This is an optimization exercise on Yosys and OpenROAD, whose aim is small area, not a production implementation.
Only simulation tests tie the RTL to the original design; equivalence was not proved.
Power is estimated from default activity; no workload was simulated.

== v56 ==
Design orderBookDirectoryParser, start of the top module:
module orderBookDirectoryParser
(
    input  wire logic                    clk,
    input  wire logic                    rst,
    input  wire logic [(8 * 8)-1:0]   dataIn,
    input  wire logic                    wordValid,
    input  wire logic                    start,
    input  wire logic [3-1:0] startOffset,
    output logic                         recordValid,
    output logic [31:0]                  timeStamp,
    output logic [31:0]                  orderBookId,
    output logic [(8 * 8)-1:0]        symbol,
    output logic [95:0]                  isin,
    output logic [7:0]                   financialProduct,
    output logic [23:0]                  tradingCurrency,
    output logic [15:0]                  decimalsInPrice,
    output logic [15:0]                  decimalsInNominalValue,
    output logic [31:0]                  oddLotSize,
    output logic [31:0]                  roundLotSize,
    output logic [31:0]                  blockLotSize,
    output logic [(8 * 8)-1:0]        nominalValue
);
For scale: roughly 2200 cells after synthesis, roughly 900 flip-flops, roughly 520 I/O pins.
Settings: LEC_CHECK=0, CAP_MARGIN=20, CORE_MARGIN=2, CORE_UTILIZATION=75, SLEW_MARGIN=20, SYNTH_HIERARCHICAL=1; clock period 5.0 ns.
standard.sh (not shown) runs the stock make flow with config.mk's settings and CLKGATE_MAP_FILE= SYNTH_SCRIPT=/design/flow/synth_recipe.tcl, a recipe that flattens the netlist after the stock synthesis.
==> flow/flow/run.sh <==
#!/bin/bash
# The standard layout, with two changes: the port buffers are the smallest
# buffer cell, and clock tree synthesis is tuned for area.
set -euo pipefail
bash standard.sh synth > synth.log 2>&1
bash standard.sh \
    "BUFFER_PORTS_ARGS=-buffer_cell sky130_fd_sc_hd__buf_1" \
    "CTS_ARGS=-sink_clustering_enable -repair_clock_nets -dont_use_dummy_load -buf_list sky130_fd_sc_hd__clkbuf_8 -sink_clustering_size 24 -sink_clustering_max_diameter 40" \
    finish > layout.log 2>&1
#### Input delta (v30 over v56)
--- a/flow/flow/run.sh
+++ b/flow/flow/run.sh
@@ -6,4 +6,4 @@
 bash standard.sh \
     "BUFFER_PORTS_ARGS=-buffer_cell sky130_fd_sc_hd__buf_1" \
-    "CTS_ARGS=-sink_clustering_enable -repair_clock_nets -dont_use_dummy_load -buf_list sky130_fd_sc_hd__clkbuf_8 -sink_clustering_size 24 -sink_clustering_max_diameter 40" \
+    "CTS_ARGS=-sink_clustering_enable -repair_clock_nets -dont_use_dummy_load -buf_list sky130_fd_sc_hd__clkbuf_8 -sink_clustering_size 18 -sink_clustering_max_diameter 50" \
     finish > layout.log 2>&1
Results
Compared with v56, v30 shows a part of the total power dissipated in combinational logic that is 0.4 points higher.
Comparing v56 and v30, the lower post-route non-filler standard cell count was measured on v30.
From v56 to v30 the numbers moved as follows: final period utilization lower; buffers plus inverters on the worst setup path dropped 1; mean number of vias per cell decreased about 0.34%.
v30 vs v56: total power after layout down
Compared with v56, in v30 sequential share of layout area climbed 0.42 points, wire length of the first global-routing pass dropped 1.5 mm.
Relative to v56, setup slack has gone up in v30.
The following lists how v58 was set up differently from v30:
# v30
export LEC_CHECK = 0
export CAP_MARGIN = 20
export CORE_MARGIN = 2
export CORE_UTILIZATION = 75
export SLEW_MARGIN = 20
export SYNTH_HIERARCHICAL = 1
create_clock -name core_clock -period 5.0 [get_ports {clk}]
# v58
export LEC_CHECK = 0
export CAP_MARGIN = 20
export CORE_MARGIN = 2
export CORE_UTILIZATION = 80
export SLEW_MARGIN = 20
export SYNTH_HIERARCHICAL = 1
create_clock -name core_clock -period 5.0 [get_ports {clk}]
==> comparison <==
v58 vs. v30: share of total power in combinational logic now larger; power consumption moved up; number of standard cells in the final layout excluding fillers down 0.94%; met3 wirelength from detailed routing +about 30%. Horizontal die dimension shrinks by a few percent when moving from v30 to v58. Summary of v58 over v30: slack of the critical path went down 0.26 ns; maximum clock rate went down 6.3%; combinational power went up about 4%; overall fraction of global-route tracks in use went up 9.0 points.

* * *

## run A
Another version of the RTL of orderBookDirectoryParser (not shown whole).
For scale: about 2200 cells after synthesis, about 900 flip-flops, about 520 I/O pins, roughly 29000 sq um of cells after synthesis.
==> flow/config.mk <==
export PLATFORM = sky130hd
export DESIGN_NAME = orderBookDirectoryParser
export DESIGN_NICKNAME = orderBookDirectoryParser
export VERILOG_FILES = /design/flow/design.v
export SDC_FILE = /design/flow/constraint.sdc
export NUM_CORES = 4
export LEC_CHECK = 0
export CAP_MARGIN = 20
export CORE_MARGIN = 2
export CORE_UTILIZATION = 75
export SLEW_MARGIN = 20
export SYNTH_HIERARCHICAL = 1
==> flow/constraint.sdc <==
create_clock -name core_clock -period 5.0 [get_ports {clk}]
set_input_delay 1.0000 -clock core_clock [delete_from_list [all_inputs] [get_ports {clk}]]
set_output_delay 1.0000 -clock core_clock [all_outputs]
set_load 0.01 [all_outputs]
==> flow/flow/run.sh <==
#!/bin/bash
# The standard layout, with two changes: the port buffers are the smallest
# buffer cell, and clock tree synthesis is tuned for area.
set -euo pipefail
bash standard.sh synth > synth.log 2>&1
bash standard.sh \
    "BUFFER_PORTS_ARGS=-buffer_cell sky130_fd_sc_hd__buf_1" \
    "CTS_ARGS=-sink_clustering_enable -repair_clock_nets -dont_use_dummy_load -buf_list sky130_fd_sc_hd__clkbuf_16 -sink_clustering_size 36 -sink_clustering_max_diameter 50" \
    finish > layout.log 2>&1
Run A finished all stages; the layout is clean.
diff inputs: run A => run B
# run A
export LEC_CHECK = 0
export CAP_MARGIN = 20
export CORE_MARGIN = 2
export CORE_UTILIZATION = 75
export SLEW_MARGIN = 20
export SYNTH_HIERARCHICAL = 1
create_clock -name core_clock -period 5.0 [get_ports {clk}]
# run B
export LEC_CHECK = 0
export CAP_MARGIN = 20
export CORE_MARGIN = 2
export CORE_UTILIZATION = 85
export SLEW_MARGIN = 20
export SYNTH_HIERARCHICAL = 1
create_clock -name core_clock -period 5.0 [get_ports {clk}]
--- a/flow/flow/run.sh
+++ b/flow/flow/run.sh
@@ -8 +8 @@
-    "CTS_ARGS=-sink_clustering_enable -repair_clock_nets -dont_use_dummy_load -buf_list sky130_fd_sc_hd__clkbuf_16 -sink_clustering_size 36 -sink_clustering_max_diameter 50" \
+    "CTS_ARGS=-sink_clustering_enable -repair_clock_nets -dont_use_dummy_load -buf_list sky130_fd_sc_hd__clkbuf_8 -sink_clustering_size 18 -sink_clustering_max_diameter 50" \
[summary]
Run B: it failed with a tool error in global placement, so there are no final results.
Every stage of the flow completed for run A, and the final layout passed the timing, DRC and antenna checks.
I/O pin count came out exactly the same in run A and run B.
Synthesized area divided by synthesized cell count came out exactly the same in run A and run B.
Comparing run B against run A, there is no change at all in synthesized cell count.
Per the comparison of run B with run A, register bit count reported by yosys level; number of distinct library cell variants in the gate-level netlist after synthesis level; initial core utilization moved up.
Relative to run A, cell row count has gone down in run B.
Run B ends up with lower floorplan die width than run A does.
Setup changes, run B to run C
# run B
export LEC_CHECK = 0
export CAP_MARGIN = 20
export CORE_MARGIN = 2
export CORE_UTILIZATION = 85
export SLEW_MARGIN = 20
export SYNTH_HIERARCHICAL = 1
create_clock -name core_clock -period 5.0 [get_ports {clk}]
# run C
export LEC_CHECK = 0
export CAP_MARGIN = 20
export CORE_MARGIN = 2
export CORE_UTILIZATION = 75
export SLEW_MARGIN = 20
export SYNTH_HIERARCHICAL = 1
create_clock -name core_clock -period 5.0 [get_ports {clk}]
==> comparison <==
- Run C completed every stage of the flow, and the final layout passed the timing, DRC and antenna checks.
- Run C vs. run B: number of primary I/O pins closely matched the old numbers; count of standard-cell rows increased by 4 relative to the old numbers; initial core utilization decreased by 9.8 points relative to the old numbers.

afterwards: timing with drivers on the ports:
No port has a modelled driver above. Below, the same layouts with a new extraction and two added sets of constraints.
Step 1 (the two cells are an assumption about what drives the block):
set clk [get_ports {clk}]
set_driving_cell -lib_cell sky130_fd_sc_hd__clkbuf_16 $clk
set_driving_cell -lib_cell sky130_fd_sc_hd__buf_2 [delete_from_list [all_inputs] $clk]
Step 2 moves the port delays by t, midway between the first and last clock arrival at a register: inputs arrive t later, outputs are due t later. That takes back most of the time a late clock gives input paths.
a / b / c = ideal ports / drivers / drivers and shift; a / b = the first two.
run | t (ns) | setup slack, ns | worst setup path after step 2 | slew at the worst register clock pin (ns) | cell pins on the clock port's net
v56 | 0.699 | 1.139 / 1.139 / 1.017 | input to register | 0.12 / 0.12 | 1
v30 | 0.748 | 1.164 / 1.164 / 0.993 | input to register | 0.11 / 0.11 | 1
v58 | 0.748 | 0.905 / 0.905 / 0.717 | input to register | 0.12 / 0.12 | 1
run A | 0.663 | 1.431 / 1.431 / 1.104 | input to register | 0.10 / 0.10 | 1
run C | 0.742 | 1.403 / 1.403 / 1.118 | input to register | 0.12 / 0.12 | 1
After both steps setup and hold are still met in every run listed. The setup slack of run A, which loses most, moves by 0.000 ns with the drivers and by -0.327 ns with both steps.
